Context: an optimization exercise on an open-source flow, tuned for small area. The choices shown serve that exercise and are no tape-out recipe.
Only simulation tests tie the RTL to the original design; equivalence was not proved.
Power figures rest on the tool's default switching activity, not on a simulated workload.

==> flow/design.v (excerpt) <==
module heap_top
(
	input  logic gc,
	input  logic reset,
	input  logic alloc_valid,
	input  logic [heap_pkg::size_width-1:0] alloc_size,
	input  logic alloc_refers,
	input  heap_pkg::heap_payload_u alloc_payload,
	input  logic unroot_valid,
	input  logic [heap_pkg::bank_index_width-1:0] unroot_bank,
	input  logic [heap_pkg::slot_index_width-1:0] unroot_slot,
	input  logic rd_valid,
	input  logic [heap_pkg::bank_index_width-1:0] rd_bank,
	input  logic [heap_pkg::slot_index_width-1:0] rd_slot,
	input  logic gc_request,
	output logic alloc_done,
	output logic alloc_ok,
	output logic [heap_pkg::bank_index_width-1:0] alloc_bank,
	output logic [heap_pkg::slot_index_width-1:0] alloc_slot,
	output logic rd_done,
	output logic [heap_pkg::heap_width-1:0] rd_data,
	output logic gc_busy,
	output logic gc_done,
	output logic [heap_pkg::freed_width-1:0] freed_total
);
For scale: about 2500 cells after synthesis, about 76 I/O pins, about 29000 sq um of cells after synthesis.
clock: 10.0 ns
lec_check: 0
cap_margin: 20
core_margin: 2
core_utilization: 60
cts_buf_list: sky130_fd_sc_hd__clkbuf_16
cts_cluster_diameter: 100
cts_cluster_size: 24
slew_margin: 20
standard.sh (not shown) runs the stock make flow with config.mk's settings and CLKGATE_MAP_FILE= SYNTH_SCRIPT=/design/flow/synth_recipe.tcl, a recipe that flattens the netlist after the stock synthesis.
==> flow/flow/run.sh <==
#!/bin/bash
# Standard ORFS layout, with these changes:
#  - synthesis maps logic with an area-oriented ABC script (flow/area.abc) instead of
#    ORFS's speed script; everything else in synthesis is synth_recipe.tcl unchanged,
#    so the registers are exactly the standard synthesis's.
#  - the port buffers are sky130_fd_sc_hd__buf_1.
#  - clock tree synthesis inserts no dummy loads.
# Each step's log is under orfs/logs; make's own output goes to flow_make.log.
set -euo pipefail
W=$(pwd)
cat > "$W/area_synth.tcl" <<EOT
proc abc {args} {
  set i [lsearch -exact \$args -script]
  if {\$i >= 0} {
    set args [lreplace \$args \$i [expr {\$i + 1}] -script $W/flow/area.abc]
  }
  yosys abc {*}\$args
}
source $W/synth_recipe.tcl
EOT
sed -e "s#SYNTH_SCRIPT=[^ ]*#SYNTH_SCRIPT=$W/area_synth.tcl 'BUFFER_PORTS_ARGS=-buffer_cell sky130_fd_sc_hd__buf_1' 'CTS_ARGS=-sink_clustering_enable -repair_clock_nets -sink_clustering_size 24 -sink_clustering_max_diameter 100 -buf_list sky130_fd_sc_hd__clkbuf_16 -dont_use_dummy_load'#" "$W/standard.sh" > "$W/area_standard.sh"
bash "$W/area_standard.sh" > "$W/flow_make.log" 2>&1
==> flow/flow/area.abc <==
strash
&get -n
&fraig -x
&put
scorr
dc2
dretime
strash
&get -n
&syn2
&dch
&nf -R 1000
&put
Change:
Settings changed: CORE_UTILIZATION 60 to 65.
After rerunning: First-iteration DRC count grows by about 13%; clock power decreases by about 6%; sequential share of layout area is higher by 0.37 points; final area goes down by about 0.65%; total power decreases by 1.4%; synthesized area does not change; utilization is higher by 5.0 points; via count goes up by 3.2%.
Change:
--- a/flow/flow/run.sh
+++ b/flow/flow/run.sh
@@ -7,2 +7,3 @@
 #  - clock tree synthesis inserts no dummy loads.
+#  - adders are left to ABC instead of being mapped to full/half-adder cells first.
 # Each step's log is under orfs/logs; make's own output goes to flow_make.log.
@@ -20,3 +21,3 @@
 EOT
-sed -e "s#SYNTH_SCRIPT=[^ ]*#SYNTH_SCRIPT=$W/area_synth.tcl 'BUFFER_PORTS_ARGS=-buffer_cell sky130_fd_sc_hd__buf_1' 'CTS_ARGS=-sink_clustering_enable -repair_clock_nets -sink_clustering_size 24 -sink_clustering_max_diameter 100 -buf_list sky130_fd_sc_hd__clkbuf_16 -dont_use_dummy_load'#" "$W/standard.sh" > "$W/area_standard.sh"
+sed -e "s#SYNTH_SCRIPT=[^ ]*#SYNTH_SCRIPT=$W/area_synth.tcl ADDER_MAP_FILE= 'BUFFER_PORTS_ARGS=-buffer_cell sky130_fd_sc_hd__buf_1' 'CTS_ARGS=-sink_clustering_enable -repair_clock_nets -sink_clustering_size 24 -sink_clustering_max_diameter 100 -buf_list sky130_fd_sc_hd__clkbuf_16 -dont_use_dummy_load'#" "$W/standard.sh" > "$W/area_standard.sh"
 bash "$W/area_standard.sh" > "$W/flow_make.log" 2>&1
Worst setup slack loses 0.019 ns.
Cell count rises by 0.65%.
Sequential share of layout area rises by 0.31 points.
Synthesized cell count goes up by 0.49%.
Global-route usage rose by 0.90 points.

---

Another version of the RTL of heap_top (not shown whole).
For scale: roughly 2500 cells after synthesis, about 640 flip-flops.
Settings: LEC_CHECK=0, CAP_MARGIN=20, CORE_MARGIN=2, CORE_UTILIZATION=40, CTS_BUF_LIST=sky130_fd_sc_hd__clkbuf_16, CTS_CLUSTER_DIAMETER=100, CTS_CLUSTER_SIZE=24, SLEW_MARGIN=20; clock period 10.0 ns.
==> flow/flow/run.sh <==
#!/bin/bash
# Standard ORFS layout, with two changes:
#  - synthesis maps logic with an area-oriented ABC script (flow/area.abc) instead of
#    ORFS's speed script; everything else in synthesis is synth_recipe.tcl unchanged,
#    so the registers are exactly the standard synthesis's.
#  - the port buffers are sky130_fd_sc_hd__buf_1.
# Each step's log is under orfs/logs; make's own output goes to flow_make.log.
set -euo pipefail
W=$(pwd)
cat > "$W/area_synth.tcl" <<EOT
proc abc {args} {
  set i [lsearch -exact \$args -script]
  if {\$i >= 0} {
    set args [lreplace \$args \$i [expr {\$i + 1}] -script $W/flow/area.abc]
  }
  yosys abc {*}\$args
}
source $W/synth_recipe.tcl
EOT
sed -e "s#SYNTH_SCRIPT=[^ ]*#SYNTH_SCRIPT=$W/area_synth.tcl 'BUFFER_PORTS_ARGS=-buffer_cell sky130_fd_sc_hd__buf_1'#" "$W/standard.sh" > "$W/area_standard.sh"
bash "$W/area_standard.sh" > "$W/flow_make.log" 2>&1
==> flow/flow/area.abc <==
strash
&get -n
&fraig -x
&put
scorr
dc2
dretime
strash
&get -n
&dch -f
&nf
&put
Rerun with:
==> flow/run.sh (new file) <==
#!/bin/bash
# synth_recipe.tcl (not shown) runs the flow's synth.tcl, then flattens the netlist and writes it again
# the make line also repeats each setting of config.mk as NAME=value (left out here)
make -C /OpenROAD-flow-scripts/flow DESIGN_CONFIG=/design/flow/config.mk WORK_HOME=/design/flow/orfs CLKGATE_MAP_FILE= SYNTH_SCRIPT=/design/flow/synth_recipe.tcl finish
removed: flow/flow/run.sh
removed: flow/flow/area.abc
removed: flow/standard.sh
Result: The changed run completed with no timing, DRC or antenna violations. Synthesized area climbs by 5.0%. Non-clock buffer count fell by 6. Clock-buffer cell count is unchanged. Worst hold slack gains 0.041 ns. Sequential share of layout area goes down by 2.3 points. Core utilization is about the same. Wire length increases by 11%. Fmax rose by 27%.

static timing again, ports no longer ideal:
How much do the figures lean on ideal ports? The routed layouts below were timed once more, with nothing changed but the port constraints.
Step 1: set_driving_cell puts a clkbuf_16 on gc and a buf_2 on each other input, an assumption about the parent block.
Step 2 times the ports against the registers' clock, not the clock port: input delays grow and output delays shrink by t, the midpoint of the rising clock arrivals with the driver on.
Three values: no drivers, after step 1, after step 2; two values: the first two.
run | shift t [ns] | setup slack, ns | hold WS [ns] | worst setup path at the end | slew at the worst register clock pin (ns)
the first run of note 1 | 0.626 | 1.874 / 1.914 / 1.288 | 0.522 / 0.522 / 0.522 | input to register | 0.10 / 0.10
the second run of note 1 | 0.680 | 2.563 / 2.594 / 1.913 | 0.525 / 0.525 / 0.525 | input to register | 0.10 / 0.10
the third run of note 1 | 0.700 | 2.544 / 2.579 / 1.879 | 0.532 / 0.532 / 0.532 | input to register | 0.11 / 0.11
the first run of note 2 | 0.654 | 0.532 / 0.569 / -0.085 | 0.478 / 0.478 / 0.478 | input to register | 0.11 / 0.11
the second run of note 2 | 0.656 | 2.538 / 2.576 / 1.920 | 0.519 / 0.519 / 0.519 | input to register | 0.11 / 0.11
Met with ideal ports but missed after step 2: setup timing in the first run of note 2. For the third run of note 1, which loses most, drivers alone change the setup slack by +0.035 ns; drivers and shift together by -0.665 ns.
